This is an optimization exercise on Yosys and OpenROAD, whose aim is small area, a short achievable clock period and few clock cycles per item, not a production implementation.
Only simulation tests tie the RTL to the original design; equivalence was not proved.
No activity file was given, so power comes from the tool's default toggle rates.

==> design/flow/design.v <==
`timescale 1ns / 1ps
package lcas_pkg;
    localparam int unsigned CFG_W = 10;
    typedef enum logic [1:0] {
        CFG_COLS = 2'd0,
        CFG_ROWS = 2'd1
    } t_cfg_idx;
    localparam int unsigned QUEUE_DEPTH = 6;
    localparam int unsigned QPTR_W      = $clog2(QUEUE_DEPTH);
    localparam int unsigned QCNT_W      = $clog2(QUEUE_DEPTH + 1);
    localparam logic [3:0] BIRTH_COUNT   = 4'd3;
    localparam logic [3:0] SURVIVE_COUNT = 4'd2;
    localparam int unsigned SEGS = 9;
    function automatic int unsigned seg_len(input int unsigned k);
        seg_len = (k == SEGS - 1) ? 251 : (1 << k) + 1;
    endfunction
endpackage
`timescale 1ns / 1ps
module lcas_ram (
    input  logic                      i_clk,
    input  logic                      i_en,
    input  logic [lcas_pkg::SEGS-1:0] i_sel,
    input  logic                      i_short,
    input  logic                      i_data,
    output logic                      o_data
);
    logic [lcas_pkg::SEGS:0] seg_in;
    assign seg_in[0] = i_data;
    for (genvar k = 0; k < lcas_pkg::SEGS; k++) begin : g_seg
        localparam int unsigned LEN = lcas_pkg::seg_len(k);
        logic [LEN-1:0] r_sh;
        always_ff @(posedge i_clk) begin
            if (i_en) begin
                r_sh[0] <= seg_in[k];
                for (int i = 1; i < LEN - 1; i++) begin
                    r_sh[i] <= r_sh[i-1];
                end
                r_sh[LEN-1] <= i_sel[k] ? r_sh[LEN-2] : seg_in[k];
            end
        end
        assign seg_in[k+1] = r_sh[LEN-1];
    end
    assign o_data = i_short ? seg_in[3] : seg_in[lcas_pkg::SEGS];
endmodule
`timescale 1ns / 1ps
module lcas_front (
    input  logic                      i_clk,
    input  logic                      i_rst_n,
    input  logic                      i_restart,
    input  logic [lcas_pkg::SEGS-1:0] i_sel,
    input  logic                      i_short,
    input  logic [9:0]                i_cols,
    input  logic [9:0]                i_rows,
    input  logic [9:0]                i_restart_cols,
    input  logic [9:0]                i_restart_rows,
    input  logic                      i_valid,
    input  logic                      i_alive,
    output logic                      o_push,
    output logic [1:0]                o_res
);
    logic [9:0] r_col_left;
    logic [9:0] r_row_left;
    logic       r_col_ge1;
    logic       r_col_ge2;
    logic       r_row_ge1;
    logic       r_row_ge2;
    logic       mid;
    logic       top;
    logic       col_end;
    logic       row_end;
    logic       push;
    logic [5:0] r_win;
    logic [8:0] cells;
    logic [3:0] cnt_a;
    logic [3:0] cnt_b;
    logic       eq2;
    logic       eq3;
    lcas_ram u_lane_a (
        .i_clk  (i_clk),
        .i_en   (i_valid),
        .i_sel  (i_sel),
        .i_short(i_short),
        .i_data (i_alive),
        .o_data (mid)
    );
    lcas_ram u_lane_b (
        .i_clk  (i_clk),
        .i_en   (i_valid),
        .i_sel  (i_sel),
        .i_short(i_short),
        .i_data (mid),
        .o_data (top)
    );
    assign col_end = &r_col_left;
    assign row_end = &r_row_left;
    always_ff @(posedge i_clk) begin
        if (!i_rst_n) begin
            r_col_left <= 10'd320;
            r_row_left <= 10'd320;
            r_col_ge1  <= 1'b0;
            r_col_ge2  <= 1'b0;
            r_row_ge1  <= 1'b0;
            r_row_ge2  <= 1'b0;
        end else if (i_restart) begin
            r_col_left <= i_restart_cols;
            r_row_left <= i_restart_rows;
            r_col_ge1  <= 1'b0;
            r_col_ge2  <= 1'b0;
            r_row_ge1  <= 1'b0;
            r_row_ge2  <= 1'b0;
        end else if (i_valid) begin
            if (col_end) begin
                r_col_left <= i_cols;
                r_col_ge1  <= 1'b0;
                r_col_ge2  <= 1'b0;
                if (row_end) begin
                    r_row_left <= i_rows;
                    r_row_ge1  <= 1'b0;
                    r_row_ge2  <= 1'b0;
                end else begin
                    r_row_left <= r_row_left - 10'd1;
                    r_row_ge1  <= 1'b1;
                    r_row_ge2  <= r_row_ge1;
                end
            end else begin
                r_col_left <= r_col_left - 10'd1;
                r_col_ge1  <= 1'b1;
                r_col_ge2  <= r_col_ge1;
            end
        end
    end
    assign push = i_valid && r_row_ge2 && r_col_ge2;
    always_ff @(posedge i_clk) begin
        if (i_valid) begin
            r_win <= {i_alive, mid, top, r_win[5:3]};
        end
    end
    assign cells = {i_alive, mid, top, r_win};
    function automatic logic [3:0] count4(input logic [3:0] x);
        logic [2:0] p;
        logic [2:0] q;
        p = {x[0] & x[1], x[0] ^ x[1], ~(x[0] | x[1])};
        q = {x[2] & x[3], x[2] ^ x[3], ~(x[2] | x[3])};
        count4[0] = p[0] & q[0];
        count4[1] = (p[0] & q[1]) | (p[1] & q[0]);
        count4[2] = (p[0] & q[2]) | (p[1] & q[1]) | (p[2] & q[0]);
        count4[3] = (p[1] & q[2]) | (p[2] & q[1]);
    endfunction
    assign cnt_a = count4(cells[3:0]);
    assign cnt_b = count4(cells[8:5]);
    assign eq3   = (cnt_a[0] & cnt_b[3]) | (cnt_a[1] & cnt_b[2]) |
                   (cnt_a[2] & cnt_b[1]) | (cnt_a[3] & cnt_b[0]);
    assign eq2   = (cnt_a[0] & cnt_b[2]) | (cnt_a[1] & cnt_b[1]) | (cnt_a[2] & cnt_b[0]);
    assign o_push = push;
    assign o_res  = {eq3 | (cells[4] & eq2), row_end && col_end};
endmodule
`timescale 1ns / 1ps
module lcas_queue (
    input  logic                          i_clk,
    input  logic                          i_rst_n,
    input  logic                          i_push,
    input  logic [1:0]                    i_data,
    input  logic                          i_pop,
    output logic [1:0]                    o_data,
    output logic                          o_empty,
    output logic [lcas_pkg::QCNT_W-1:0]   o_count
);
    logic [1:0]                  r_slot [lcas_pkg::QUEUE_DEPTH];
    logic [lcas_pkg::QPTR_W-1:0] r_wr_ptr;
    logic [lcas_pkg::QPTR_W-1:0] r_rd_ptr;
    logic [lcas_pkg::QCNT_W-1:0] r_count;
    logic [lcas_pkg::QCNT_W-1:0] n_count;
    always_ff @(posedge i_clk) begin
        if (i_push) begin
            r_slot[r_wr_ptr] <= i_data;
        end
    end
    always_comb begin
        n_count = r_count;
        if (i_push && !i_pop) begin
            n_count = r_count + lcas_pkg::QCNT_W'(1);
        end else if (!i_push && i_pop) begin
            n_count = r_count - lcas_pkg::QCNT_W'(1);
        end
    end
    always_ff @(posedge i_clk) begin
        if (!i_rst_n) begin
            r_wr_ptr <= '0;
            r_rd_ptr <= '0;
            r_count  <= '0;
        end else begin
            if (i_push) begin
                r_wr_ptr <= (r_wr_ptr == lcas_pkg::QPTR_W'(lcas_pkg::QUEUE_DEPTH - 1)) ?
                            '0 : r_wr_ptr + lcas_pkg::QPTR_W'(1);
            end
            if (i_pop) begin
                r_rd_ptr <= (r_rd_ptr == lcas_pkg::QPTR_W'(lcas_pkg::QUEUE_DEPTH - 1)) ?
                            '0 : r_rd_ptr + lcas_pkg::QPTR_W'(1);
            end
            r_count <= n_count;
        end
    end
    assign o_data       = r_slot[r_rd_ptr];
    assign o_empty      = (r_count == '0);
    assign o_count      = r_count;
endmodule
`timescale 1ns / 1ps
module lcas_back (
    input  logic       i_clk,
    input  logic       i_rst_n,
    input  logic       i_empty,
    input  logic [1:0] i_res,
    output logic       o_pop,
    output logic       o_res_valid,
    input  logic       i_res_stall,
    output logic       o_next_alive,
    output logic       o_tile_last
);
    logic r_valid;
    logic r_next_alive;
    logic r_tile_last;
    logic load;
    assign load  = !r_valid || !i_res_stall;
    assign o_pop = load && !i_empty;
    always_ff @(posedge i_clk) begin
        if (!i_rst_n) begin
            r_valid <= 1'b0;
        end else if (load) begin
            r_valid <= !i_empty;
        end
    end
    always_ff @(posedge i_clk) begin
        if (!i_rst_n) begin
            r_next_alive <= 1'b0;
            r_tile_last  <= 1'b0;
        end else if (o_pop) begin
            r_next_alive <= i_res[1];
            r_tile_last  <= i_res[0];
        end
    end
    assign o_res_valid  = r_valid;
    assign o_next_alive = r_next_alive;
    assign o_tile_last  = r_tile_last;
endmodule
`timescale 1ns / 1ps
module life_cell_automaton_stencil #(
    parameter int unsigned COLS_LIMIT = 512,
    parameter int unsigned MAX_ROWS   = 512
) (
    input  logic                       i_clk,
    input  logic                       i_rst_n,
    input  logic                       i_cfg_we,
    input  logic [1:0]                 i_cfg_index,
    input  logic [lcas_pkg::CFG_W-1:0] i_cfg_data,
    input  logic                       i_cell_valid,
    output logic                       o_cell_stall,
    input  logic                       i_cell_alive,
    output logic                       o_res_valid,
    input  logic                       i_res_stall,
    output logic                       o_next_alive,
    output logic                       o_tile_last
);
    logic [9:0]                  cfg_eff;
    logic                        wr_cols;
    logic                        wr_rows;
    logic [9:0]                  new_cols;
    logic [9:0]                  new_rows;
    logic [9:0]                  r_cols;
    logic [9:0]                  r_rows;
    logic                        short_len;
    logic                        long_len;
    logic [7:0]                  cols_m1;
    logic [7:0]                  cols_m7;
    logic [lcas_pkg::SEGS-1:0]   r_sel;
    logic                        r_short;
    logic                        restart;
    logic                        accept;
    logic                        r_valid;
    logic                        r_alive;
    logic                        r_stall;
    logic                        push;
    logic                        pop;
    logic [1:0]                  push_res;
    logic [1:0]                  head_res;
    logic                        q_empty;
    logic [lcas_pkg::QCNT_W-1:0] q_count;
    logic [31:0]                 q_base;
    logic                        stall_eq;
    logic                        stall_up;
    logic                        stall_dn;
    assign cfg_eff = (i_cfg_data == '0) ? 10'd1 :
                     (i_cfg_data > 10'(COLS_LIMIT)) ? 10'(COLS_LIMIT) : i_cfg_data;
    assign wr_cols = i_cfg_we && (i_cfg_index == lcas_pkg::CFG_COLS);
    assign wr_rows = i_cfg_we && (i_cfg_index == lcas_pkg::CFG_ROWS);
    assign restart = wr_cols || wr_rows;
    assign new_cols = wr_cols ? cfg_eff : r_cols;
    assign new_rows = wr_rows ? cfg_eff : r_rows;
    always_ff @(posedge i_clk) begin
        if (!i_rst_n) begin
            r_cols <= 10'd320;
            r_rows <= 10'd320;
        end else begin
            r_cols <= new_cols;
            r_rows <= new_rows;
        end
    end
    assign short_len = (r_cols <= 10'd8);
    assign long_len  = (r_cols >= 10'd263);
    assign cols_m1   = r_cols[7:0] - 8'd1;
    assign cols_m7   = r_cols[7:0] - 8'd7;
    always_ff @(posedge i_clk) begin
        r_short <= short_len;
        r_sel   <= {long_len, (short_len || long_len) ? cols_m1 : cols_m7};
    end
    assign accept       = i_cell_valid && !r_stall;
    assign o_cell_stall = r_stall;
    assign q_base   = 32'(q_count) + 32'(push);
    assign stall_eq = q_base >= 32'(lcas_pkg::QUEUE_DEPTH);
    assign stall_up = q_base >= 32'(lcas_pkg::QUEUE_DEPTH - 1);
    assign stall_dn = q_base >= 32'(lcas_pkg::QUEUE_DEPTH + 1);
    always_ff @(posedge i_clk) begin
        if (!i_rst_n) begin
            r_valid <= 1'b0;
            r_stall <= 1'b0;
        end else begin
            r_valid <= accept;
            if (pop) begin
                r_stall <= accept ? stall_eq : stall_dn;
            end else begin
                r_stall <= accept ? stall_up : stall_eq;
            end
        end
        r_alive <= i_cell_alive;
    end
    lcas_front u_front (
        .i_clk     (i_clk),
        .i_rst_n   (i_rst_n),
        .i_restart (restart),
        .i_sel     (r_sel),
        .i_short   (r_short),
        .i_cols    (r_cols),
        .i_rows    (r_rows),
        .i_restart_cols(new_cols),
        .i_restart_rows(new_rows),
        .i_valid   (r_valid),
        .i_alive   (r_alive),
        .o_push    (push),
        .o_res     (push_res)
    );
    lcas_queue u_queue (
        .i_clk       (i_clk),
        .i_rst_n     (i_rst_n),
        .i_push      (push),
        .i_data      (push_res),
        .i_pop       (pop),
        .o_data      (head_res),
        .o_empty     (q_empty),
        .o_count     (q_count)
    );
    lcas_back u_back (
        .i_clk       (i_clk),
        .i_rst_n     (i_rst_n),
        .i_empty     (q_empty),
        .i_res       (head_res),
        .o_pop       (pop),
        .o_res_valid (o_res_valid),
        .i_res_stall (i_res_stall),
        .o_next_alive(o_next_alive),
        .o_tile_last (o_tile_last)
    );
endmodule
==> design/flow/run.sh <==
#!/bin/bash
# synth_recipe.tcl (not shown) runs the flow's synth.tcl, then flattens the netlist and writes it again
# the make line also repeats each setting of config.mk as NAME=value (left out here)
make -C /OpenROAD-flow-scripts/flow DESIGN_CONFIG=/design/flow/config.mk WORK_HOME=/design/flow/orfs CLKGATE_MAP_FILE= SYNTH_SCRIPT=/design/flow/synth_recipe.tcl finish
==> design/flow/config.mk <==
export PLATFORM = sky130hd
export DESIGN_NAME = life_cell_automaton_stencil
export DESIGN_NICKNAME = life_cell_automaton_stencil
export VERILOG_FILES = /design/flow/design.v
export SDC_FILE = /design/flow/constraint.sdc
export NUM_CORES = 4
export LEC_CHECK = 0
export ABC_CLOCK_PERIOD_IN_PS = 2400
export CAP_MARGIN = 20
export CORE_MARGIN = 2
export CORE_UTILIZATION = 60
export CTS_CLUSTER_DIAMETER = 70
export CTS_CLUSTER_SIZE = 30
export SETUP_SLACK_MARGIN = 4.1
export SLEW_MARGIN = 20
==> design/flow/constraint.sdc <==
create_clock -name core_clock -period 6.5 [get_ports {i_clk}]
set_input_delay 1.3000 -clock core_clock [delete_from_list [all_inputs] [get_ports {i_clk}]]
set_output_delay 1.3000 -clock core_clock [all_outputs]
set_load 0.01 [all_outputs]
==> summary.txt, run 1 <==
Run status
  • Status: no timing/DRC/antenna violations

Critical path
  • Kind of critical path: flip-flop to output port
  • WP data required: 5.20 ns
  • Worst setup path start: u_back.r_valid
  • Worst r2r src: r_cols[7]
  • Largest stage delay, worst path: between 0.3 and 0.4 ns
  • Critical-path cell list: buf_6
  • Critical Path AT: 1.08 ns
  • Cell count along the critical path: 1
  • Crit end category: output port
  • Worst flop-to-flop path endpoint: r_sel[7]
  • CP max FO: 3
  • Delay-heaviest family, CP: flip-flops
  • WP buf/inv: 1
  • CP max stage cell: dfxtp_4
  • R2R Setup Slk: 4.13 ns
  • Worst R2R Path Depth: 9
  • Startpoint Class: flip-flop
  • CP endpoint: o_res_valid

Synth
  • Most used DFF post-synth: edfxtp_1
  • Post-Synthesis Cells: 1552
  • YS warnings: 5
  • Cell area after synthesis: 35500 um^2
  • Fraction of registers with async set/reset: 0
  • Mean post-synth cell area: approximately 23 um^2
  • Synthesized flop and latch total: between 1000 and 1500
  • Number of distinct library cells after synthesis: 60
  • Sequential area share after synthesis: 0.921
  • Syn nets: 1589
  • Post-synth EDFFs: 1044

CTS
  • Sink Count: 1113
  • CTS buffer count: 50
  • Reg clk slew, reported paths: 0.10 ns
  • Skew-Pair Late Insertion Delay: 0.62 ns
  • Root Buffer: clkbuf_16
  • H-Tree Depth: 2
  • CTS tree: done
  • Clock Path Buffers: 3

Layout
  • Filler Cells Inserted: 3756
  • Most frequent cells in the layout: edfxtp_1 (1044), dfxtp_1 (61), clkbuf_16 (55)
  • Diodes inserted: 0
  • Layout cells sized above 1: 0.102
  • Most common cell after layout, fill and taps aside: edfxtp_1
  • Final net count: 1664
  • Layout Cells excl Fill: 2433
  • Area grow syn2layout: 9.83%

STA
  • Sum Neg Setup Slack: 0 ns
  • RSZ-0062 raised after global routing: yes
  • Final hold violations: 0
  • Relative max-transition margin: 0.308
  • Tmin final: 2.38 ns
  • Achievable frequency: 420 MHz
  • Worst clock skew: 0.0210 ns
  • Worst Max-Slew Pin Slew: between 1 and 1.5 ns
  • Final setup viols: 0
  • Tcrit/Tclk final: 0.366
  • Setup ws final: 4.12 ns
  • Slew Viols, Final: 0

GRT
  • Initial antenna violation count: 0
  • First-pass GRT wire length: 72000 um
  • GRT Overall Usage: 0.153
  • GR Layer Usage met1: 0.255
  • Largest net degree at the start of global routing: 108
  • Vias in the first global route: 12710
  • M2 GR Usage: 0.207
  • Remaining Overflow, GRT: 0
  • Met3 usage: 0.0283
  • Most Crowded Layer GR: met1

Placement
  • RD Place Congestion: 0.791
  • # port buffers: 21
  • Pre-CTS WS: 2.97 ns
  • DP HPWL: 22900 um
  • Placed Instances: around 2300

Detailed routing
  • Vias: 13414
  • Via-to-Cell Ratio: 5.51
  • ANT nets after route: 0
  • Post-route DRC: 0
  • 1st-iter DRT viols: between 1000 and 1500
  • Drt pass-1 iters: 5
  • Routed len/inst: roughly 19 um
  • Final WL: between 40000 and 50000 um

Die
  • Chip height: 247 um
  • Initial core utilization: 0.604
  • Die area: 61200 um^2
  • Num ports: 22
  • Std cell rows: a little under 90
  • Core area: 58800 um^2
  • Die Wd: 247 um

Power and ir drop
  • Lkg Pwr: 12.6 nW
  • Pwr Density: 329 nW/um^2
  • Peak VDD IR: 0.243 mV

Worst hold path
  • Hold/Removal Path Class: flip-flop to flip-flop

Flow run
  • Max_cap viols: 0
## cell usage after synthesis (all sizes together), types with 4 or more instances
master / count / area, um^2
nand2b: 12 / 75.1
xor2: 10 / 87.6
nor3: 13 / 65.1
o21ai: 24 / 120
a211oi: 6 / 45.0
o32ai: 6 / 52.6
a21oi: 35 / 175
a31oi: 8 / 50.1
o211ai: 7 / 52.6
nor4: 9 / 56.3
xnor2: 8 / 70.1
inv: 20 / 75.1
nand3: 13 / 65.1
mux2i: 14 / 140
o2111ai: 4 / 35.0
or4: 5 / 37.5
or3b: 4 / 35.0
dfxtp: 69 / 1380
nand3b: 6 / 45.0
ha: 17 / 213
nand4: 6 / 37.5
mux2: 18 / 203
nor2: 48 / 180
nor2b: 10 / 62.6
and3: 7 / 43.8
edfxtp: 1044 / 31400
nand2: 48 / 180
or3: 5 / 31.3
clkbuf: 23 / 86.3
## cell families (layout without fill, tap and decap cells)
logic type | after synthesis | in the layout | share of synthesized area
flops | 1113 | 1113 | 0.921
simple gates | 200 | 200 | 0.0287
compound gates | 121 | 121 | 0.0223
buf+inv | 47 | 155 | 0.00504
mux | 34 | 34 | 0.0109
fa+ha+maj | 19 | 19 | 0.00712
xor+xnor | 18 | 18 | 0.00444
## what timing repair did
| action | CTS | global route |
|---|---|---|
| cloned | 2 | 2 |
| endpoints found under the setup margin | 558 | 549 |
| pin swaps | 3 | 2 |
| resized for setup | 64 | 27 |
| hold buffers | 0 | 0 |
| setup buffers | 8 | 2 |
| endpoints found under the hold margin | 0 | 0 |
## report_power, final
group          internal [W]  leakage, nW  switching, W
registers           0.00825         10.3      0.000161
clock network       0.00180        0.854       0.00212
logic              0.000185         1.37      0.000306
total                0.0102         12.6       0.00259
## worst min-delay path by stage
stage / slack (ns) / endpoint / from / depth (start not counted)
6_report: 0.41 / u_front.u_lane_b.g_seg[8].r_sh[1] / u_front.u_lane_b.g_seg[8].r_sh[0] / 0
5_1_grt: 0.43 / u_front.u_lane_a.g_seg[7].r_sh[3] / u_front.u_lane_a.g_seg[7].r_sh[2] / 0
4_1_cts: 0.42 / u_front.u_lane_b.g_seg[8].r_sh[1] / u_front.u_lane_b.g_seg[8].r_sh[0] / 0
3_5_place_dp: 0.40 / u_front.u_lane_a.g_seg[5].r_sh[25] / u_front.u_lane_a.g_seg[5].r_sh[24] / 0
3_3_place_gp: 0.40 / u_front.u_lane_a.g_seg[4].r_sh[3] / u_front.u_lane_a.g_seg[4].r_sh[2] / 0
2_1_floorplan: 0.40 / u_front.u_lane_a.g_seg[1].r_sh[1] / u_front.u_lane_a.g_seg[1].r_sh[0] / 0
## state kept, by name (all words and copies together) (netlist names)
name and cells:
u_queue.r_wr_ptr 3, u_back.r_tile_last 1, u_front.r_row_ge2 1, u_front.r_row_ge1 1, u_front.u_lane_a.g_seg.r_sh 514, u_front.u_lane_b.g_seg.r_sh 514, u_queue.r_count 3, u_back.r_valid 1
r_stall 1, u_queue.r_slot 12, r_alive 1, u_front.r_col_left 10, u_front.r_row_left 10, r_sel 9, r_short 1, r_valid 1
u_front.r_win 4, r_cols 10, u_back.r_next_alive 1, u_front.r_col_ge2 1, u_queue.r_rd_ptr 3, r_rows 10, u_front.r_col_ge1 1
## routing by layer
layer | vias to the layer above | wire length (um)
met5 | - | 0
li1 | 6245 | -
met3 | 74 | 1510
met4 | 0 | 1180
met1 | 6920 | 24300
met2 | 175 | 20000
## area by class of cell
type | count | area (um^2) | area share
Clock inverter | 26 | 460 | 0.0118
Multi-Input combinational cell | 392 | 2740 | 0.0702
Timing Repair Buffer | 49 | 661 | 0.0169
Tap cell | 773 | 967 | 0.0248
Sequential cell | 1113 | 32800 | 0.840
Clock buffer | 59 | 1350 | 0.0346
Inverter | 21 | 83.8 | 0.00215
## per-stage QoR
step	power (W)	hold WS, ns	util	cell area (um^2)
final	0.0128	0.413	0.664	39000
after global routing	0.0133	0.427	0.664	39000
after detailed placement	0.00901	0.405	0.625	36800
after global placement	0.00899	0.402	0.625	36800
after CTS	0.0130	0.418	0.661	38800
after floorplan	0.00892	0.400	-	35600
Testbench counts, summed over its fixed seeds: cycles 105,305, items 93,099.
==> run 2: changes to the inputs <==
--- a/design/flow/design.v
+++ b/design/flow/design.v
@@ -51,8 +51,6 @@
     input  logic                      i_short,
     input  logic [9:0]                i_cols,
     input  logic [9:0]                i_rows,
-    input  logic [9:0]                i_restart_cols,
-    input  logic [9:0]                i_restart_rows,
     input  logic                      i_valid,
     input  logic                      i_alive,
     output logic                      o_push,
@@ -64,6 +62,7 @@
     logic       r_col_ge2;
     logic       r_row_ge1;
     logic       r_row_ge2;
+    logic       r_reload;
     logic       mid;
     logic       top;
     logic       col_end;
@@ -94,16 +93,12 @@
     assign col_end = &r_col_left;
     assign row_end = &r_row_left;
     always_ff @(posedge i_clk) begin
-        if (!i_rst_n) begin
-            r_col_left <= 10'd320;
-            r_row_left <= 10'd320;
-            r_col_ge1  <= 1'b0;
-            r_col_ge2  <= 1'b0;
-            r_row_ge1  <= 1'b0;
-            r_row_ge2  <= 1'b0;
-        end else if (i_restart) begin
-            r_col_left <= i_restart_cols;
-            r_row_left <= i_restart_rows;
+        r_reload <= !i_rst_n || i_restart;
+    end
+    always_ff @(posedge i_clk) begin
+        if (r_reload) begin
+            r_col_left <= i_cols;
+            r_row_left <= i_rows;
             r_col_ge1  <= 1'b0;
             r_col_ge2  <= 1'b0;
             r_row_ge1  <= 1'b0;
@@ -165,14 +160,28 @@
     output logic                          o_empty,
     output logic [lcas_pkg::QCNT_W-1:0]   o_count
 );
-    logic [1:0]                  r_slot [lcas_pkg::QUEUE_DEPTH];
-    logic [lcas_pkg::QPTR_W-1:0] r_wr_ptr;
-    logic [lcas_pkg::QPTR_W-1:0] r_rd_ptr;
+    logic [1:0]                  r_slot [6];
+    logic [2:0]                  r_wr_pos;
+    logic [2:0]                  r_rd_pos;
+    logic [5:0]                  wr_sel;
+    logic [5:0]                  rd_sel;
     logic [lcas_pkg::QCNT_W-1:0] r_count;
     logic [lcas_pkg::QCNT_W-1:0] n_count;
+    function automatic logic [5:0] johnson_decode(input logic [2:0] j);
+        johnson_decode[0] = !j[2] && !j[0];
+        johnson_decode[1] = !j[1] &&  j[0];
+        johnson_decode[2] = !j[2] &&  j[1];
+        johnson_decode[3] =  j[2] &&  j[0];
+        johnson_decode[4] =  j[1] && !j[0];
+        johnson_decode[5] =  j[2] && !j[1];
+    endfunction
+    assign wr_sel = johnson_decode(r_wr_pos);
+    assign rd_sel = johnson_decode(r_rd_pos);
     always_ff @(posedge i_clk) begin
-        if (i_push) begin
-            r_slot[r_wr_ptr] <= i_data;
+        for (int i = 0; i < 6; i++) begin
+            if (i_push && wr_sel[i]) begin
+                r_slot[i] <= i_data;
+            end
         end
     end
     always_comb begin
@@ -185,24 +194,27 @@
     end
     always_ff @(posedge i_clk) begin
         if (!i_rst_n) begin
-            r_wr_ptr <= '0;
-            r_rd_ptr <= '0;
+            r_wr_pos <= '0;
+            r_rd_pos <= '0;
             r_count  <= '0;
         end else begin
             if (i_push) begin
-                r_wr_ptr <= (r_wr_ptr == lcas_pkg::QPTR_W'(lcas_pkg::QUEUE_DEPTH - 1)) ?
-                            '0 : r_wr_ptr + lcas_pkg::QPTR_W'(1);
+                r_wr_pos <= {r_wr_pos[1:0], !r_wr_pos[2]};
             end
             if (i_pop) begin
-                r_rd_ptr <= (r_rd_ptr == lcas_pkg::QPTR_W'(lcas_pkg::QUEUE_DEPTH - 1)) ?
-                            '0 : r_rd_ptr + lcas_pkg::QPTR_W'(1);
+                r_rd_pos <= {r_rd_pos[1:0], !r_rd_pos[2]};
             end
             r_count <= n_count;
         end
     end
-    assign o_data       = r_slot[r_rd_ptr];
-    assign o_empty      = (r_count == '0);
-    assign o_count      = r_count;
+    always_comb begin
+        o_data = '0;
+        for (int i = 0; i < 6; i++) begin
+            o_data = o_data | ({2{rd_sel[i]}} & r_slot[i]);
+        end
+    end
+    assign o_empty = (r_count == '0);
+    assign o_count = r_count;
 endmodule
 `timescale 1ns / 1ps
 module lcas_back (
@@ -263,8 +275,6 @@
     logic [9:0]                  cfg_eff;
     logic                        wr_cols;
     logic                        wr_rows;
-    logic [9:0]                  new_cols;
-    logic [9:0]                  new_rows;
     logic [9:0]                  r_cols;
     logic [9:0]                  r_rows;
     logic                        short_len;
@@ -293,15 +303,17 @@
     assign wr_cols = i_cfg_we && (i_cfg_index == lcas_pkg::CFG_COLS);
     assign wr_rows = i_cfg_we && (i_cfg_index == lcas_pkg::CFG_ROWS);
     assign restart = wr_cols || wr_rows;
-    assign new_cols = wr_cols ? cfg_eff : r_cols;
-    assign new_rows = wr_rows ? cfg_eff : r_rows;
     always_ff @(posedge i_clk) begin
         if (!i_rst_n) begin
             r_cols <= 10'd320;
             r_rows <= 10'd320;
         end else begin
-            r_cols <= new_cols;
-            r_rows <= new_rows;
+            if (wr_cols) begin
+                r_cols <= cfg_eff;
+            end
+            if (wr_rows) begin
+                r_rows <= cfg_eff;
+            end
         end
     end
     assign short_len = (r_cols <= 10'd8);
@@ -340,8 +352,6 @@
         .i_short   (r_short),
         .i_cols    (r_cols),
         .i_rows    (r_rows),
-        .i_restart_cols(new_cols),
-        .i_restart_rows(new_rows),
         .i_valid   (r_valid),
         .i_alive   (r_alive),
         .o_push    (push),
==> design/flow/flow/run.sh (new file) <==
#!/bin/bash
# The standard layout, with two changes to the resizer's choices: port buffers
# are sky130_fd_sc_hd__buf_4 cells (the default choice may be a delay cell), and
# gate sizing may swap a cell for one of another footprint.
set -euo pipefail
bash standard.sh MATCH_CELL_FOOTPRINT=0 \
    "BUFFER_PORTS_ARGS=-buffer_cell sky130_fd_sc_hd__buf_4" \
    finish > flow_make.log 2>&1
==> design/flow/standard.sh (new file) <==
#!/bin/bash
# synth_recipe.tcl (not shown) runs the flow's synth.tcl, then flattens the netlist and writes it again
# the make line also repeats each setting of config.mk as NAME=value (left out here)
make -C /OpenROAD-flow-scripts/flow DESIGN_CONFIG=/design/flow/config.mk WORK_HOME=/design/flow/orfs CLKGATE_MAP_FILE= SYNTH_SCRIPT=/design/flow/synth_recipe.tcl "${@:-finish}"
==> design/flow/config.mk (replaced) <==
export PLATFORM = sky130hd
export DESIGN_NAME = life_cell_automaton_stencil
export DESIGN_NICKNAME = life_cell_automaton_stencil
export VERILOG_FILES = /design/flow/design.v
export SDC_FILE = /design/flow/constraint.sdc
export NUM_CORES = 4
export LEC_CHECK = 0
export ABC_AREA = 1
export ABC_CLOCK_PERIOD_IN_PS = 2300
export CAP_MARGIN = 20
export CORE_MARGIN = 2
export CORE_UTILIZATION = 65
export CTS_CLUSTER_DIAMETER = 60
export CTS_CLUSTER_SIZE = 26
export SETUP_SLACK_MARGIN = 4.2
export SLEW_MARGIN = 20
removed: design/flow/run.sh
==> run 2 against run 1 <==
Compared with the run above: combinational power is 4.9% higher; sequential power decreased by 2%; first-iteration DRC count down 23%; sequential share of layout area up 2.3 points; synthesized cell count is 0.39% higher; global-route usage shrank 0.21 points; total power down 2.1%; worst setup slack gained 0.012 ns; cell count shrank 2.8%; flip-flop and latch count increased by 1.
==> summary.txt, run 2 <==
Run status
  • Status: no timing/DRC/antenna violations

Power and ir drop
  • Net switching power figure: 0.00255 W
  • Internal Power: 0.0100 W
  • Clock share of power: 0.305
  • Peak VDD IR: 0.228 mV
  • Comb pwr share: 0.041
  • Overall power: 0.0126 W
  • Switch share: 0.203
  • Pwr Density: about 330 nW/um^2
  • Sequential share of power: 0.654
  • Lkg Pwr: 10.6 nW

Synth
  • Fraction of registers with async set/reset: 0
  • Mean post-synth cell area: between 20 and 25 um^2
  • Post-synthesis adder-cell area fraction: 0.00717
  • YS warnings: 6
  • Post-synth top cells: edfxtp_1 (1064), nand2_1 (125), inv_1 (58)
  • Multiplexer share of the synthesized area: 0.00447
  • Syn nets: 1595
  • Top cells by area, synth: edfxtp_1 (91%), dfxtp_1 (2.8%), nand2_1 (1.3%)
  • Number of distinct library cells after synthesis: 37
  • XOR/XNOR share of the synthesized area: 0.00298
  • Post-Synth Simple-Gate Area: 0.0288
  • Combinational family with the most area after synthesis: simple AND/OR/NAND/NOR gates
  • Cell taking the most area after synthesis: edfxtp_1
  • Synth top area share: 0.906
  • Cell with the most instances after synthesis: edfxtp_1
  • Post-synth EDFFs: ~1100
  • Compound-Gate Fraction of Synth Area: 0.0143
  • Sequential area share after synthesis: 0.934
  • Post-Synthesis Cells: ~1600
  • Cell area after synthesis: 35300 um^2
  • Synthesized flop and latch total: 1114
  • Most used DFF post-synth: edfxtp_1

Die
  • Num ports: 22
  • Std cell rows: 85
  • Core area: roughly 54000 um^2
  • Die Wd: 237 um
  • Initial core utilization: 0.657
  • Die area: 56100 um^2
  • Chip height: 237 um

Detailed routing
  • 1st-iter DRT viols: around 1000
  • ANT nets after route: 0
  • Via-to-Cell Ratio: 5.41
  • Final WL: 41900 um
  • Met2 wire length: 16800 um
  • Routed len/inst: approximately 18 um
  • Max Used Layer: met4
  • Drt pass-1 iters: 6
  • Vias: 12803
  • Met1 Wirelength: roughly 23000 um
  • WL met3: 1340 um
  • Post-route DRC: 0

Layout
  • Final Core Density: 0.712
  • Layout Cells excl Fill: 2366
  • Most frequent cells in the layout: edfxtp_1 (1064), nand2_1 (123), inv_1 (58), clkbuf_16 (58), nor2_1 (48)
  • Most common cell after layout, fill and taps aside: edfxtp_1
  • Area grow syn2layout: 8.38%
  • Layout cells sized above 1: 0.0922
  • Filler Cells Inserted: around 3100
  • Reg area: 33000 um^2
  • Largest registers: u_front.u_lane_a.g_seg.r_sh (514), u_front.u_lane_b.g_seg.r_sh (514), u_queue.r_slot (12)
  • Area of the multi-input gates: 2060 um^2
  • Final net count: between 1500 and 2000
  • Diodes inserted: 0

Placement
  • RD Place Congestion: 0.774
  • Pre-CTS WS: 3.62 ns
  • Placed Instances: roughly 2300
  • # port buffers: 21
  • DP HPWL: roughly 20000 um

CTS
  • Sink Count: 1114
  • CTS buffer count: 54
  • Skew-Pair Late Insertion Delay: 0.62 ns
  • H-Tree Depth: 2
  • Clock Path Buffers: 3
  • Reg clk slew, reported paths: approximately 0.09 ns
  • Root Buffer: clkbuf_16
  • CTS tree: done
  • Cts hold-fix bufs: 0

Critical path
  • WP data required: 5.20 ns
  • Critical Path AT: 1.07 ns
  • Kind of critical path: flip-flop to output port
  • Delay-heaviest family, CP: flip-flops
  • Crit end category: output port
  • Critical-path cell list: buf_6
  • WP buf/inv: 1
  • Largest stage delay, worst path: 0.34 ns
  • Startpoint Class: flip-flop
  • CP max FO: 2
  • CP max stage cell: dfxtp_2

STA
  • Achievable frequency: between 400 and 500 MHz
  • Final hold violations: 0
  • Relative max-transition margin: 0.419
  • Tmin final: roughly 2.4 ns
  • Final setup viols: 0
  • Tcrit/Tclk final: 0.365
  • Worst Max-Slew Pin Slew: roughly 0.87 ns
  • Slew Viols, Final: 0
  • Worst clock skew: 0.0158 ns
  • RSZ-0062 raised after global routing: yes
  • Setup ws final: 4.13 ns

Worst hold path
  • Hold/Removal Path Class: flip-flop to flip-flop

Flow run
  • Max_cap viols: 0

GRT
  • First-pass GRT wire length: around 66000 um
  • Initial antenna violation count: 0
  • Largest net degree at the start of global routing: 178
  • GRT Overall Usage: 0.150
  • Vias in the first global route: 12246
  • Remaining Overflow, GRT: 0
==> run 2: changes by cell type in the layout (fill, tap and decap cells not counted), sizes merged, moves of 8 or more <==
cell,delta
edfxtp,+20
nor4,-9
nand2,+82
o21ai,+23
mux2i,-14
clkdlybuf4s50,-12
nand2b,-12
dfxtp,-19
nor2b,-10
nor3,-8
inv,+44
nand3,+24
==> run 2: cells by family (layout without fill, tap and decap cells) <==
family                     Yosys count  in the layout
buffers and inverters               68            180
and+or+nand+nor                    237            237
xor gates and xnor gates            12             12
muxes                               14             14
adders and majority gates           19             19
DFF                               1114           1114
AOI/OAI and AO/OA                   94             94
==> run 2: repair_timing <==
action,4_1_cts,5_1_grt
resized for setup,12,11
buffers inserted,0,1
pin swaps,0,1
cloned,2,1
setup endpoints to repair,625,396
==> run 2: stage by stage <==
step / TNS, ns / instance area, um^2 / hold slack [ns]
6_report: 0 / 38200 / 0.412
5_1_grt: 0 / 38200 / 0.415
4_1_cts: 0 / 38200 / 0.413
3_5_place_dp: 0 / 36400 / 0.405
3_3_place_gp: 0 / 36400 / 0.401
2_1_floorplan: -1464.60 / 35300 / 0.400
==> run 2: cell type report <==
class	count	area share
well taps	696	0.0228
clock buffers	60	0.0365
flip-flops and latches	1114	0.862
repair buffers	32	0.0103
clock inverters	28	0.00838
multi-input cells	376	0.0539
inverters	60	0.00589
==> run 2: layer usage <==
metal | GRT usage | up-vias
met5 | 0 | -
li1 | - | 6087
met1 | 0.259 | 6486
met2 | 0.197 | 151
met4 | 0.0537 | 0
met3 | 0.0242 | 79
==> run 2: final timing paths <==
kind | from | to | slack (ns) | cells past startpoint
worst max-delay path | u_back.r_tile_last | o_tile_last | 4.13 | 1
worst min-delay path | u_front.u_lane_b.g_seg[6].r_sh[23] | u_front.u_lane_b.g_seg[6].r_sh[24] | 0.41 | 0
worst max register to register | r_valid | u_front.u_lane_b.g_seg[7].r_sh[66] | 4.35 | 2
worst min register to register | u_front.u_lane_b.g_seg[6].r_sh[23] | u_front.u_lane_b.g_seg[6].r_sh[24] | 0.41 | 0
==> run 2: power by group through the flow <==
stage          Combinational (W)  Clock [W]  Sequential [W]
4_1_cts                 0.000510    0.00399         0.00822
6_report                0.000514    0.00382         0.00822
3_3_place_gp            0.000477          0         0.00837
5_1_grt                 0.000589    0.00421         0.00824
3_5_place_dp            0.000498          0         0.00838
2_1_floorplan           0.000232          0         0.00859
Testbench counts of run 2, summed over its fixed seeds: cycles 105,305, items 93,099.
==> run 3: changes to the inputs <==
--- a/design/flow/config.mk
+++ b/design/flow/config.mk
@@ -10,7 +10,7 @@
 export CAP_MARGIN = 20
 export CORE_MARGIN = 2
 export CORE_UTILIZATION = 65
-export CTS_CLUSTER_DIAMETER = 60
-export CTS_CLUSTER_SIZE = 26
-export SETUP_SLACK_MARGIN = 4.2
+export CTS_CLUSTER_DIAMETER = 65
+export CTS_CLUSTER_SIZE = 28
+export SETUP_SLACK_MARGIN = 4.15
 export SLEW_MARGIN = 20
==> run 3 against run 2 <==
Compared with the run above: combinational power shrank 2%; cell area shrank 0.29%; highest routed layer unchanged; critical path depth is the same; worst setup slack gained 0.012 ns; clock skew shrank 0.0027 ns; die area is the same.
==> summary.txt, run 3 <==
CTS
  • Reg clk slew, reported paths: 0.10 ns
  • Cts hold-fix bufs: 0
  • CTS tree: done
  • Clock Path Buffers: 3
  • Skew-Pair Late Insertion Delay: 0.62 ns
  • Root Buffer: clkbuf_16
  • CTS buffer count: 52
  • H-Tree Depth: 2
  • Sink Count: about 1100
  • Setup bufs post-CTS: 0

Detailed routing
  • Vias: 12796
  • Via-to-Cell Ratio: about 5.4
  • ANT nets after route: 0
  • Drt pass-1 iters: 5
  • Routed len/inst: 17.6 um
  • 1st-iter DRT viols: 1044
  • Post-route DRC: 0
  • Final WL: 41500 um

Critical path
  • Delay-heaviest family, CP: flip-flops
  • CP max FO: 2
  • Critical-path cell list: buf_6
  • Worst R2R Path Depth: 2
  • CP endpoint: o_next_alive
  • Largest stage delay, worst path: 0.33 ns
  • Cell count along the critical path: 1
  • Startpoint Class: flip-flop
  • Crit end category: output port
  • Kind of critical path: flip-flop to output port
  • WP data required: 5.20 ns
  • WP buf/inv: 1
  • R2R Setup Slk: 4.29 ns
  • Worst setup path start: u_back.r_next_alive
  • Worst r2r src: r_valid
  • Critical Path AT: 1.06 ns
  • CP max stage cell: dfxtp_2
  • Worst flop-to-flop path endpoint: u_front.u_lane_b.g_seg[8].r_sh[66]

STA
  • Achievable frequency: 424 MHz
  • Slew Viols, Final: 0
  • Worst clock skew: 0.0130 ns
  • Relative max-transition margin: 0.432
  • Tcrit/Tclk final: 0.363
  • Worst Max-Slew Pin Slew: around 0.85 ns
  • Final hold violations: 0
  • Sum Neg Setup Slack: 0 ns
  • Final setup viols: 0
  • Minimum hold slack: between 0.4 and 0.5 ns
  • Tmin final: roughly 2.4 ns
  • RSZ-0062 raised after global routing: yes

Placement
  • # port buffers: 21
  • Placed Instances: between 2000 and 2500
  • RD Place Congestion: 0.774
  • Area post-placement: 36400 um^2
  • DP HPWL: 19900 um

GRT
  • Largest net degree at the start of global routing: 224
  • GRT Overall Usage: 0.149
  • Vias in the first global route: roughly 12000
  • Initial antenna violation count: 0
  • First-pass GRT wire length: 65500 um
  • Remaining Overflow, GRT: 0

Die
  • Chip height: 237 um
  • Die Wd: between 200 and 250 um
  • Core area: around 54000 um^2
  • Initial core utilization: 0.657
  • Std cell rows: 85
  • Num ports: 22
  • Die area: approximately 56000 um^2

Layout
  • Final instance area: 38100 um^2
  • Final net count: 1671
  • Layout Cells excl Fill: roughly 2400
  • Layout cells sized above 1: 0.0902
  • Filler Cells Inserted: 3138
  • Diodes inserted: 0
  • Largest registers: u_front.u_lane_a.g_seg.r_sh (514), u_front.u_lane_b.g_seg.r_sh (514), u_queue.r_slot (12)
  • Most frequent cells in the layout: edfxtp_1 (1064), nand2_1 (123), inv_1 (58)
  • Most common cell after layout, fill and taps aside: edfxtp_1
  • Area grow syn2layout: 8.06%

Power and ir drop
  • Pwr Density: 326 nW/um^2
  • Peak VDD IR: 0.260 mV
  • Lkg Pwr: 10.5 nW
  • Overall power: approximately 0.012 W

Synth
  • Cell taking the most area after synthesis: edfxtp_1
  • Synth top area share: 0.906
  • Sequential area share after synthesis: 0.934
  • Post-synth top cells: edfxtp_1 (1064), nand2_1 (125), inv_1 (58)
  • Number of distinct library cells after synthesis: 37
  • Fraction of registers with async set/reset: 0
  • Synthesized flop and latch total: 1114
  • Post-Synthesis Cells: 1558
  • Cell area after synthesis: 35300 um^2
  • Most used DFF post-synth: edfxtp_1
  • Mean post-synth cell area: 22.6 um^2
  • Top cells by area, synth: edfxtp_1 (91%), dfxtp_1 (2.8%), nand2_1 (1.3%)
  • Post-synth EDFFs: 1064
  • Syn nets: 1595
  • Cell with the most instances after synthesis: edfxtp_1
  • YS warnings: 6

Flow run
  • Max_cap viols: 0

Run status
  • Status: no timing/DRC/antenna violations

Worst hold path
  • Hold/Removal Path Class: flip-flop to flip-flop
run 3: logic make-up (layout without fill, tap and decap cells):
| kind of cell | Yosys count | count (layout) | share of synthesized area |
|---|---|---|---|
| compound gates | 94 | 94 | 0.0143 |
| xor+xnor | 12 | 12 | 0.00298 |
| fa+ha+maj | 19 | 19 | 0.00717 |
| buf+inv | 68 | 173 | 0.00819 |
| flops | 1114 | 1114 | 0.934 |
| mux | 14 | 14 | 0.00447 |
| simple gates | 237 | 237 | 0.0288 |
run 3: through the flow:
stage	util	setup WS, ns
5_1_grt	0.710	4.09
6_report	0.710	4.14
2_1_floorplan	-	-3.13
4_1_cts	0.709	4.10
3_3_place_gp	0.677	3.64
3_5_place_dp	0.677	3.62
run 3: report_power, final:
part           leakage [nW]  switching, W  total, W  internal (W)
Sequential             8.38      0.000110   0.00822       0.00811
Combinational          1.36      0.000357  0.000506      0.000150
Clock                 0.798       0.00208   0.00371       0.00163
Total                  10.5       0.00255    0.0124       0.00988
run 3: what timing repair did:
item	4_1_cts	5_1_grt
gates resized for setup	12	8
cloned	1	1
endpoints found under the setup margin	625	411
run 3: worst register-to-register path: stages (launching register included):
cell	delay, ns
dfxtp_4	0.42
buf_16	0.57
buf_16	0.67
run 3: worst min path at each step:
stage	slack [ns]	cells after the start	start	end
after global routing	0.42	0	u_front.u_lane_a.g_seg[5].r_sh[24]	u_front.u_lane_a.g_seg[5].r_sh[25]
after CTS	0.42	0	u_front.u_lane_a.g_seg[8].r_sh[233]	u_front.u_lane_a.g_seg[8].r_sh[234]
after global placement	0.40	0	u_front.u_lane_a.g_seg[2].r_sh[0]	u_front.u_lane_a.g_seg[2].r_sh[1]
after floorplan	0.40	0	u_front.u_lane_a.g_seg[1].r_sh[0]	u_front.u_lane_a.g_seg[1].r_sh[1]
after detailed placement	0.40	0	u_front.u_lane_a.g_seg[4].r_sh[0]	u_front.u_lane_a.g_seg[4].r_sh[1]
final	0.41	0	u_front.u_lane_a.g_seg[7].r_sh[110]	u_front.u_lane_a.g_seg[7].r_sh[111]
run 3: cell type report:
class	instances	area, um^2	area share
flip-flops and latches	1114	33000	0.865
multi-input cells	376	2050	0.0538
clock buffers	55	1330	0.0350
well taps	696	871	0.0228
repair buffers	30	367	0.00962
clock inverters	28	308	0.00808
inverters	60	225	0.00591
run 3: metal layers:
layer / global-route usage / vias to the layer above / share of wire
met5: 0 / - / 0
met2: 0.196 / 160 / 0.41
li1: - / 6083 / -
met4: 0.0533 / 0 / 0.027
met3: 0.0249 / 75 / 0.033
met1: 0.256 / 6478 / 0.53
==> run 4: changes to the inputs <==
--- a/design/flow/config.mk
+++ b/design/flow/config.mk
@@ -6,11 +6,11 @@
 export NUM_CORES = 4
 export LEC_CHECK = 0
 export ABC_AREA = 1
-export ABC_CLOCK_PERIOD_IN_PS = 2300
+export ABC_CLOCK_PERIOD_IN_PS = 2400
 export CAP_MARGIN = 20
 export CORE_MARGIN = 2
 export CORE_UTILIZATION = 65
 export CTS_CLUSTER_DIAMETER = 65
 export CTS_CLUSTER_SIZE = 28
-export SETUP_SLACK_MARGIN = 4.15
+export SETUP_SLACK_MARGIN = 4.3
 export SLEW_MARGIN = 20
==> run 4 against run 3 <==
Compared with the run above: flip-flop and latch count stayed put; still clean on timing, DRC and antenna; critical path depth is the same; combinational power grew 4%; clock power barely moved; register-to-register slack better by 0.14 ns; largest cell class unchanged.
==> summary.txt, run 4 <==
Worst hold path
  • Hold/Removal Path Class: flip-flop to flip-flop

Power and ir drop
  • Sequential share of power: 0.660
  • Net switching power figure: 0.00255 W
  • Comb pwr share: 0.042
  • Lkg Pwr: 10.6 nW
  • Pwr Density: 326 nW/um^2
  • Peak VDD IR: 0.260 mV
  • Switch share: 0.205
  • Internal Power: 0.00990 W
  • Overall power: 0.0124 W
  • Clock share of power: 0.298

GRT
  • GR Layer Usage met1: 0.259
  • Most Crowded Layer GR: met1
  • Initial antenna violation count: 0
  • M2 GR Usage: 0.197
  • GRT Overall Usage: 0.150
  • Remaining Overflow, GRT: 0
  • Vias in the first global route: 12214
  • First-pass GRT wire length: 66000 um
  • Largest net degree at the start of global routing: around 160
  • Met3 usage: 0.0249

Critical path
  • Largest stage delay, worst path: 0.33 ns
  • Kind of critical path: flip-flop to output port
  • CP max FO: 2
  • WP data required: about 5.2 ns
  • Critical-path cell list: buf_6
  • CP max stage cell: dfxtp_2
  • WP buf/inv: 1
  • Startpoint Class: flip-flop
  • Critical Path AT: 1.06 ns
  • Delay-heaviest family, CP: flip-flops
  • Crit end category: output port

Die
  • Core area: 53700 um^2
  • Initial core utilization: 0.657
  • Chip height: 237 um
  • Std cell rows: 85
  • Die area: 56100 um^2
  • Die Wd: 237 um
  • Num ports: 22

Synth
  • YS warnings: 6
  • Cell area after synthesis: ~35000 um^2
  • Post-synth top cells: edfxtp_1 (1064), nand2_1 (125), inv_1 (58)
  • Cell taking the most area after synthesis: edfxtp_1
  • Synth top area share: 0.906
  • Syn nets: 1595
  • Number of distinct library cells after synthesis: 37
  • Cell with the most instances after synthesis: edfxtp_1
  • Post-synth EDFFs: 1064
  • Fraction of registers with async set/reset: 0
  • Top cells by area, synth: edfxtp_1 (91%), dfxtp_1 (2.8%), nand2_1 (1.3%)
  • Synthesized flop and latch total: 1114
  • Mean post-synth cell area: ~23 um^2
  • Sequential area share after synthesis: 0.934
  • Post-Synthesis Cells: 1558
  • Most used DFF post-synth: edfxtp_1

Layout
  • Final Core Density: 0.711
  • Most common cell after layout, fill and taps aside: edfxtp_1
  • Final net count: around 1700
  • Area grow syn2layout: 8.25%
  • Most frequent cells in the layout: edfxtp_1 (1064), nand2_1 (123), inv_1 (58)
  • Area of the multi-input gates: 2070 um^2
  • Diodes inserted: 0
  • Filler Cells Inserted: 3128
  • Layout cells sized above 1: 0.0948
  • Reg area: roughly 33000 um^2
  • Largest registers: u_front.u_lane_a.g_seg.r_sh (514), u_front.u_lane_b.g_seg.r_sh (514), u_queue.r_slot (12)

CTS
  • Skew-Pair Late Insertion Delay: 0.62 ns
  • Cts hold-fix bufs: 0
  • CTS buffer count: 52
  • Sink Count: 1114
  • Reg clk slew, reported paths: 0.09 ns
  • Root Buffer: clkbuf_16
  • H-Tree Depth: 2
  • Clock Path Buffers: 3
  • CTS tree: done

STA
  • RSZ-0062 raised after global routing: yes
  • Slew Viols, Final: 0
  • Final hold violations: 0
  • Sum Neg Setup Slack: 0 ns
  • Worst clock skew: between 0.01 and 0.015 ns
  • Tcrit/Tclk final: 0.363
  • Tmin final: 2.36 ns
  • Worst Max-Slew Pin Slew: 0.819 ns
  • Achievable frequency: 424 MHz
  • Relative max-transition margin: 0.454
  • Setup ws final: approximately 4.1 ns
  • Final setup viols: 0

Placement
  • Pre-CTS WS: 3.62 ns
  • RD Place Congestion: about 0.77
  • DP HPWL: a little under 20000 um
  • # port buffers: 21

Run status
  • Status: no timing/DRC/antenna violations

Detailed routing
  • Vias: about 13000
  • Post-route DRC: 0
  • Drt pass-1 iters: 5
  • Via-to-Cell Ratio: ~5.4
  • 1st-iter DRT viols: 1044
  • Routed len/inst: 17.6 um
  • Final WL: 41500 um
  • ANT nets after route: 0

Flow run
  • Max_cap viols: 0
[run 4: cell type report]
class | instances | area share
Tap cell | 696 | 0.0228
Clock buffer | 55 | 0.0349
Inverter | 60 | 0.00590
Clock inverter | 28 | 0.00806
Sequential cell | 1114 | 0.863
Multi-Input combinational cell | 376 | 0.0542
Timing Repair Buffer | 33 | 0.0108
[run 4: stage by stage]
| stage | area [um^2] | std cells | hold slack (ns) |
|---|---|---|---|
| after floorplan | 35300 | 1558 | 0.400 |
| after global placement | 36400 | 2274 | 0.401 |
| after detailed placement | 36400 | 2274 | 0.405 |
| after CTS | 38100 | 2360 | 0.417 |
| after global routing | 38200 | 2362 | 0.417 |
| final | 38200 | 2362 | 0.416 |
[run 4: kinds of logic after synthesis]
group	share of synthesized area
compound gates	0.0143
xor+xnor	0.00298
fa+ha+maj	0.00717
buf+inv	0.00819
flops	0.934
mux	0.00447
simple gates	0.0288
[run 4: repair_timing]
action / in CTS / in global routing
gates resized for setup: 16 / 15
gates cloned: 3 / 0
setup endpoints to repair: 806 / 509
buffers inserted: 0 / 2
pin swaps: 1 / 2
[run 4: path summary, 6_finish.rpt]
path / from / to / slack (ns) / depth (start not counted)
worst max-delay path: u_back.r_next_alive / o_next_alive / 4.14 / 1
worst min-delay path: u_front.u_lane_a.g_seg[8].r_sh[233] / u_front.u_lane_a.g_seg[8].r_sh[234] / 0.42 / 0
worst max register to register: r_valid / u_front.u_lane_a.g_seg[6].r_sh[22] / 4.43 / 2
worst min register to register: u_front.u_lane_a.g_seg[8].r_sh[233] / u_front.u_lane_a.g_seg[8].r_sh[234] / 0.42 / 0
[run 4: power groups by stage]
stage	Combinational [W]	Clock (W)	Sequential [W]
detailed placement	0.000498	0	0.00838
global route	0.000601	0.00410	0.00824
CTS	0.000517	0.00388	0.00822
finish	0.000526	0.00371	0.00822
floorplan	0.000232	0	0.00859
global placement	0.000477	0	0.00837
[run 4: layer usage]
layer | up-vias | wire (um)
li1 | 6091 | -
met1 | 6480 | 22200
met2 | 161 | 16800
met3 | 76 | 1390
met4 | 0 | 1150
met5 | - | 0
==> run 5: changes to the inputs <==
--- a/design/flow/config.mk
+++ b/design/flow/config.mk
@@ -7,10 +7,10 @@
 export LEC_CHECK = 0
 export ABC_AREA = 1
 export ABC_CLOCK_PERIOD_IN_PS = 2400
-export CAP_MARGIN = 20
+export CAP_MARGIN = 10
 export CORE_MARGIN = 2
 export CORE_UTILIZATION = 65
 export CTS_CLUSTER_DIAMETER = 65
 export CTS_CLUSTER_SIZE = 28
-export SETUP_SLACK_MARGIN = 4.3
-export SLEW_MARGIN = 20
+export SETUP_SLACK_MARGIN = 4.1
+export SLEW_MARGIN = 10
==> run 5 against run 4 <==
Compared with the run above: register-to-register slack got worse by 0.17 ns; first-iteration DRC count fell by 3.2%; clock skew barely moved; largest cell class unchanged.
==> summary.txt, run 5 <==
Synth
  • Synth top area share: 0.906
  • Syn nets: 1595
  • Fraction of registers with async set/reset: 0
  • Compound-Gate Fraction of Synth Area: 0.0143
  • Post-synthesis adder-cell area fraction: 0.00717
  • Multiplexer share of the synthesized area: 0.00447
  • Post-Synth Simple-Gate Area: 0.0288
  • Post-synth top cells: edfxtp_1 (1064), nand2_1 (125), inv_1 (58)
  • Combinational family with the most area after synthesis: simple AND/OR/NAND/NOR gates
  • Top cells by area, synth: edfxtp_1 (91%), dfxtp_1 (2.8%), nand2_1 (1.3%)
  • YS warnings: 6
  • Synthesized flop and latch total: 1114
  • Post-synth EDFFs: 1064
  • Sequential area share after synthesis: 0.934
  • Cell with the most instances after synthesis: edfxtp_1
  • Number of distinct library cells after synthesis: 37
  • Cell area after synthesis: between 30000 and 40000 um^2
  • Cell taking the most area after synthesis: edfxtp_1
  • Mean post-synth cell area: between 20 and 25 um^2
  • Most used DFF post-synth: edfxtp_1
  • Post-Synthesis Cells: 1558
  • XOR/XNOR share of the synthesized area: 0.00298

Detailed routing
  • ANT nets after route: 0
  • Via-to-Cell Ratio: 5.41
  • Met2 wire length: 16800 um
  • WL met3: 1340 um
  • 1st-iter DRT viols: 1011
  • Vias: 12773
  • Post-route DRC: 0
  • Max Used Layer: met4
  • Drt pass-1 iters: 4
  • Final WL: between 40000 and 50000 um
  • Met1 Wirelength: 22000 um
  • Routed len/inst: around 18 um

STA
  • Sum Neg Setup Slack: 0 ns
  • Relative max-transition margin: 0.343
  • Tcrit/Tclk final: 0.363
  • Final setup viols: 0
  • Tmin final: roughly 2.4 ns
  • Minimum hold slack: 0.414 ns
  • Worst clock skew: 0.0133 ns
  • Final hold violations: 0
  • Worst Max-Slew Pin Slew: 0.986 ns
  • Achievable frequency: between 400 and 500 MHz
  • RSZ-0062 raised after global routing: yes
  • Slew Viols, Final: 0
  • Setup ws final: 4.14 ns

Power and ir drop
  • Pwr Density: 326 nW/um^2
  • Overall power: roughly 0.012 W
  • Lkg Pwr: 10.5 nW
  • Peak VDD IR: 0.260 mV

GRT
  • Largest net degree at the start of global routing: 224
  • First-pass GRT wire length: approximately 66000 um
  • Initial antenna violation count: 0
  • Vias in the first global route: 12157
  • Remaining Overflow, GRT: 0
  • GRT Overall Usage: 0.149

Critical path
  • Critical Path AT: 1.06 ns
  • CP max FO: 2
  • CP max stage cell: dfxtp_2
  • Kind of critical path: flip-flop to output port
  • Crit end category: output port
  • Largest stage delay, worst path: 0.33 ns
  • WP buf/inv: 1
  • Critical-path cell list: buf_6
  • Delay-heaviest family, CP: flip-flops
  • Startpoint Class: flip-flop
  • WP data required: between 5 and 6 ns

Placement
  • # port buffers: 21
  • Pre-CTS WS: 3.62 ns
  • DP HPWL: 19900 um
  • Area post-placement: about 36000 um^2
  • RD Place Congestion: 0.774

Layout
  • Area of the multi-input gates: 2050 um^2
  • Largest registers: u_front.u_lane_a.g_seg.r_sh (514), u_front.u_lane_b.g_seg.r_sh (514), u_queue.r_slot (12)
  • Layout cells sized above 1: 0.0896
  • Most frequent cells in the layout: edfxtp_1 (1064), nand2_1 (123), inv_1 (58)
  • Reg area: 33000 um^2
  • Filler Cells Inserted: roughly 3100
  • Final instance area: 38100 um^2
  • Most common cell after layout, fill and taps aside: edfxtp_1
  • Area grow syn2layout: 8.02%
  • Diodes inserted: 0
  • Final net count: 1671

Die
  • Std cell rows: between 80 and 90
  • Die area: ~56000 um^2
  • Chip height: 237 um
  • Initial core utilization: 0.657
  • Num ports: 22
  • Core area: roughly 54000 um^2
  • Die Wd: approximately 240 um

Worst hold path
  • Hold/Removal Path Class: flip-flop to flip-flop

CTS
  • Skew-Pair Late Insertion Delay: 0.62 ns
  • Clock Path Buffers: 3
  • Root Buffer: clkbuf_16
  • H-Tree Depth: 2
  • Sink Count: 1114
  • Reg clk slew, reported paths: around 0.09 ns
  • CTS buffer count: 52
  • CTS tree: done

Run status
  • Status: no timing/DRC/antenna violations

Flow run
  • Max_cap viols: 0
[run 5: report_power, final]
group,switching (W),internal [W],leakage (nW)
combinational,0.000356,0.000149,1.36
clock,0.00208,0.00163,0.798
sequential,0.000109,0.00811,8.38
total,0.00254,0.00988,10.5
[run 5: cell type report]
class | count | area share
inverters | 60 | 0.00591
clock buffers | 55 | 0.0350
flip-flops and latches | 1114 | 0.865
well taps | 696 | 0.0229
clock inverters | 28 | 0.00808
multi-input cells | 376 | 0.0538
repair buffers | 30 | 0.00933
[run 5: stage by stage]
stage                      util  cells
final                     0.709   2359
after global routing      0.709   2359
after CTS                 0.709   2358
after detailed placement  0.677   2274
after global placement    0.677   2274
after floorplan               -   1558
[run 5: cell families (layout without fill, tap and decap cells)]
| logic type | after synthesis | after routing |
|---|---|---|
| flops | 1114 | 1114 |
| simple gates | 237 | 237 |
| compound gates | 94 | 94 |
| buf+inv | 68 | 173 |
| fa+ha+maj | 19 | 19 |
| mux | 14 | 14 |
| xor+xnor | 12 | 12 |
[run 5: per-layer routing]
| metal | vias to the layer above | GRT usage |
|---|---|---|
| li1 | 6083 | - |
| met1 | 6474 | 0.256 |
| met2 | 141 | 0.196 |
| met4 | 0 | 0.0533 |
| met3 | 75 | 0.0249 |
| met5 | - | 0 |
[run 5: timing repair]
action	4_1_cts	5_1_grt
buffers inserted	0	0
resized for setup	11	5
endpoints found under the setup margin	519	386
hold buffers	0	0
cloned	1	1
[run 5: final timing paths]
check	startpoint	endpoint	slack [ns]	cells past startpoint
worst max-delay path	u_back.r_next_alive	o_next_alive	4.14	1
worst min-delay path	u_front.u_lane_a.g_seg[8].r_sh[233]	u_front.u_lane_a.g_seg[8].r_sh[234]	0.41	0
worst max register to register	r_valid	u_front.u_lane_b.g_seg[8].r_sh[66]	4.26	2
worst min register to register	u_front.u_lane_a.g_seg[8].r_sh[233]	u_front.u_lane_a.g_seg[8].r_sh[234]	0.41	0
==> run 6: changes to the inputs <==
--- a/design/flow/config.mk
+++ b/design/flow/config.mk
@@ -6,11 +6,11 @@
 export NUM_CORES = 4
 export LEC_CHECK = 0
 export ABC_AREA = 1
-export ABC_CLOCK_PERIOD_IN_PS = 2400
-export CAP_MARGIN = 10
+export ABC_CLOCK_PERIOD_IN_PS = 2200
+export CAP_MARGIN = 20
 export CORE_MARGIN = 2
 export CORE_UTILIZATION = 65
 export CTS_CLUSTER_DIAMETER = 65
 export CTS_CLUSTER_SIZE = 28
-export SETUP_SLACK_MARGIN = 4.1
-export SLEW_MARGIN = 10
+export SETUP_SLACK_MARGIN = 4.45
+export SLEW_MARGIN = 20
==> run 6 against run 5 <==
Compared with the run above: still clean on timing, DRC and antenna; cell area rose by 0.52%; sequential share of layout area decreased by 0.41 points; via count is 0.65% higher; worst setup slack got worse by 0.0027 ns; first-iteration DRC count shrank 5.6%; total power rose by 0.32%; synthesized cell count did not move; critical path type unchanged; critical endpoint unchanged; largest cell class unchanged.
==> summary.txt, run 6 <==
Synth
  • Fraction of registers with async set/reset: 0
  • Cell taking the most area after synthesis: edfxtp_1
  • Sequential area share after synthesis: 0.934
  • Post-synth EDFFs: 1064
  • Post-Synthesis Cells: between 1500 and 2000
  • Mean post-synth cell area: 22.6 um^2
  • Synth top area share: 0.906
  • Most used DFF post-synth: edfxtp_1
  • Syn nets: 1595
  • Top cells by area, synth: edfxtp_1 (91%), dfxtp_1 (2.8%), nand2_1 (1.3%)
  • Cell with the most instances after synthesis: edfxtp_1
  • Cell area after synthesis: 35300 um^2
  • YS warnings: 6
  • Synthesized flop and latch total: about 1100
  • Post-synth top cells: edfxtp_1 (1064), nand2_1 (125), inv_1 (58)
  • Number of distinct library cells after synthesis: 37

Layout
  • Most common cell after layout, fill and taps aside: edfxtp_1
  • Most frequent cells in the layout: edfxtp_1 (1064), nand2_1 (121), clkbuf_16 (57)
  • Layout cells sized above 1: 0.108
  • Final net count: approximately 1700
  • Reg area: 33000 um^2
  • Final instance area: 38300 um^2
  • Final Core Density: 0.713
  • Largest registers: u_front.u_lane_a.g_seg.r_sh (514), u_front.u_lane_b.g_seg.r_sh (514), u_queue.r_slot (12)
  • Diodes inserted: 0
  • Filler Cells Inserted: 3123
  • Area grow syn2layout: 8.58%
  • Area of the multi-input gates: 2110 um^2

GRT
  • GRT Overall Usage: 0.151
  • Remaining Overflow, GRT: 0
  • Vias in the first global route: 12208
  • Initial antenna violation count: 0
  • Largest net degree at the start of global routing: between 150 and 200
  • First-pass GRT wire length: 66100 um

Detailed routing
  • Vias: roughly 13000
  • ANT nets after route: 0
  • Met1 Wirelength: 22400 um
  • Met2 wire length: around 17000 um
  • Drt pass-1 iters: 5
  • Post-route DRC: 0
  • Final WL: ~42000 um
  • Routed len/inst: 17.7 um
  • Via-to-Cell Ratio: 5.43
  • Max Used Layer: met4
  • 1st-iter DRT viols: between 900 and 1000
  • WL met3: 1320 um

Critical path
  • Critical Path AT: 1.06 ns
  • CP max stage cell: dfxtp_2
  • Critical-path cell list: buf_6
  • Largest stage delay, worst path: 0.33 ns
  • R2R Setup Slk: 4.53 ns
  • Worst r2r src: r_cols[1]
  • Crit end category: output port
  • Startpoint Class: flip-flop
  • Worst flop-to-flop path endpoint: r_sel[4]
  • WP buf/inv: 1
  • WP data required: 5.20 ns
  • Delay-heaviest family, CP: flip-flops
  • Worst setup path start: u_back.r_next_alive
  • Kind of critical path: flip-flop to output port
  • CP max FO: 2
  • Worst R2R Path Depth: 10

Worst hold path
  • Hold/Removal Path Class: flip-flop to flip-flop
  • Hold depth: 0
  • Hold_sp: u_front.u_lane_a.g_seg[8].r_sh[233]
  • Hold EP: u_front.u_lane_a.g_seg[8].r_sh[234]

Die
  • Die area: 56100 um^2
  • Chip height: 237 um
  • Initial core utilization: 0.657
  • Die Wd: about 240 um
  • Num ports: 22
  • Core area: 53700 um^2
  • Std cell rows: 85

STA
  • Slew Viols, Final: 0
  • Achievable frequency: 424 MHz
  • Worst clock skew: 0.0136 ns
  • Final setup viols: 0
  • Tmin final: 2.36 ns
  • Relative max-transition margin: 0.557
  • Tcrit/Tclk final: 0.363
  • Setup ws final: 4.14 ns
  • Final hold violations: 0
  • Worst Max-Slew Pin Slew: 0.665 ns
  • Minimum hold slack: 0.415 ns
  • RSZ-0062 raised after global routing: yes

CTS
  • Clock Path Buffers: 3
  • Root Buffer: clkbuf_16
  • CTS tree: done
  • Sink Count: 1114
  • Skew-Pair Late Insertion Delay: between 0.6 and 0.7 ns
  • Reg clk slew, reported paths: 0.09 ns
  • H-Tree Depth: 2
  • CTS buffer count: 52
  • Cts hold-fix bufs: 0

Flow run
  • Max_cap viols: 0

Placement
  • RD Place Congestion: between 0.7 and 0.8
  • DP HPWL: 19900 um
  • # port buffers: 21
  • Area post-placement: 36400 um^2
  • Pre-CTS WS: 3.62 ns

Power and ir drop
  • Overall power: 0.0125 W
  • Peak VDD IR: 0.260 mV
  • Lkg Pwr: 10.6 nW
  • Pwr Density: 326 nW/um^2

Run status
  • Status: no timing/DRC/antenna violations
[run 6: logic make-up after synthesis]
kind of cell             Yosys count  synth area share
AND/OR/NAND/NOR                  237            0.0288
adder cells (fa/ha/maj)           19           0.00717
XOR/XNOR                          12           0.00298
AO/OA/AOI/OAI                     94            0.0143
buffers and inverters             68           0.00819
flip-flops                      1114             0.934
multiplexers                      14           0.00447
[run 6: repair_timing]
item	in CTS	in global routing
resized for setup	25	26
setup buffers	3	3
pin swaps	4	8
endpoints found under the setup margin	814	395
gates cloned	3	2
[run 6: through the flow]
stage,setup TNS [ns],cells
after floorplan,-1464.60,1558
after global placement,0,2274
after detailed placement,0,2274
after CTS,0,2363
after global routing,0,2368
final,0,2368
[run 6: cell type report]
cell class,instances,area share
multi-input cells,376,0.0551
well taps,696,0.0227
inverters,60,0.00588
flip-flops and latches,1114,0.861
repair buffers,39,0.0125
clock inverters,28,0.00804
clock buffers,55,0.0348
[run 6: how the worst max path moves through the flow]
stage                    endpoint  slack, ns  cells after the start
2_1_floorplan  u_queue.r_count[2]      -3.13                     10
3_3_place_gp   u_queue.r_count[2]       3.64                     11
3_5_place_dp   u_queue.r_count[2]       3.62                     11
4_1_cts               o_tile_last       4.10                      1
5_1_grt               o_tile_last       4.09                      1
6_report             o_next_alive       4.14                      1
[run 6: per-layer routing]
metal	GRT usage	vias to the layer above
li1	-	6106
met1	0.259	6520
met2	0.198	156
met3	0.0249	74
met4	0.0533	0
met5	0	-
[run 6: report_power, final]
group | leakage (nW) | switching [W] | internal [W] | total, W
Clock | 0.798 | 0.00208 | 0.00163 | 0.00371
Sequential | 8.38 | 0.000113 | 0.00811 | 0.00822
Combinational | 1.43 | 0.000367 | 0.000172 | 0.000538

[re-timing with driven ports]
How much do the figures lean on ideal ports? The routed layouts below were timed once more, with nothing changed but the port constraints.
Step 1 sets driving cells, clkbuf_16 on the clock port and buf_2 on the other inputs (assumed; they add their load-dependent delay and slew).
Step 2 times the ports against the registers' clock, not the clock port: input delays grow and output delays shrink by t, the midpoint of the rising clock arrivals with the driver on.
a / b / c = no drivers / after step 1 / after step 2; a / b = the first two.
run | shift t [ns] | setup WS [ns] | hold WS [ns] | worst data-port slew with drivers (ns)
run 1 | 0.669 | 4.119 / 4.060 / 3.532 | 0.413 / 0.413 / 0.413 | 0.05
run 2 | 0.672 | 4.131 / 4.073 / 3.757 | 0.412 / 0.412 / 0.412 | 0.04
run 3 | 0.671 | 4.143 / 4.085 / 3.709 | 0.415 / 0.415 / 0.415 | 0.04
run 4 | 0.671 | 4.143 / 4.086 / 3.828 | 0.416 / 0.416 / 0.416 | 0.04
run 5 | 0.671 | 4.144 / 4.087 / 3.707 | 0.414 / 0.414 / 0.414 | 0.04
run 6 | 0.672 | 4.141 / 4.084 / 3.878 | 0.415 / 0.415 / 0.415 | 0.04
After both steps every run listed still meets setup and hold. For run 1, which loses most, drivers alone change the setup slack by -0.059 ns; drivers and shift together by -0.587 ns.
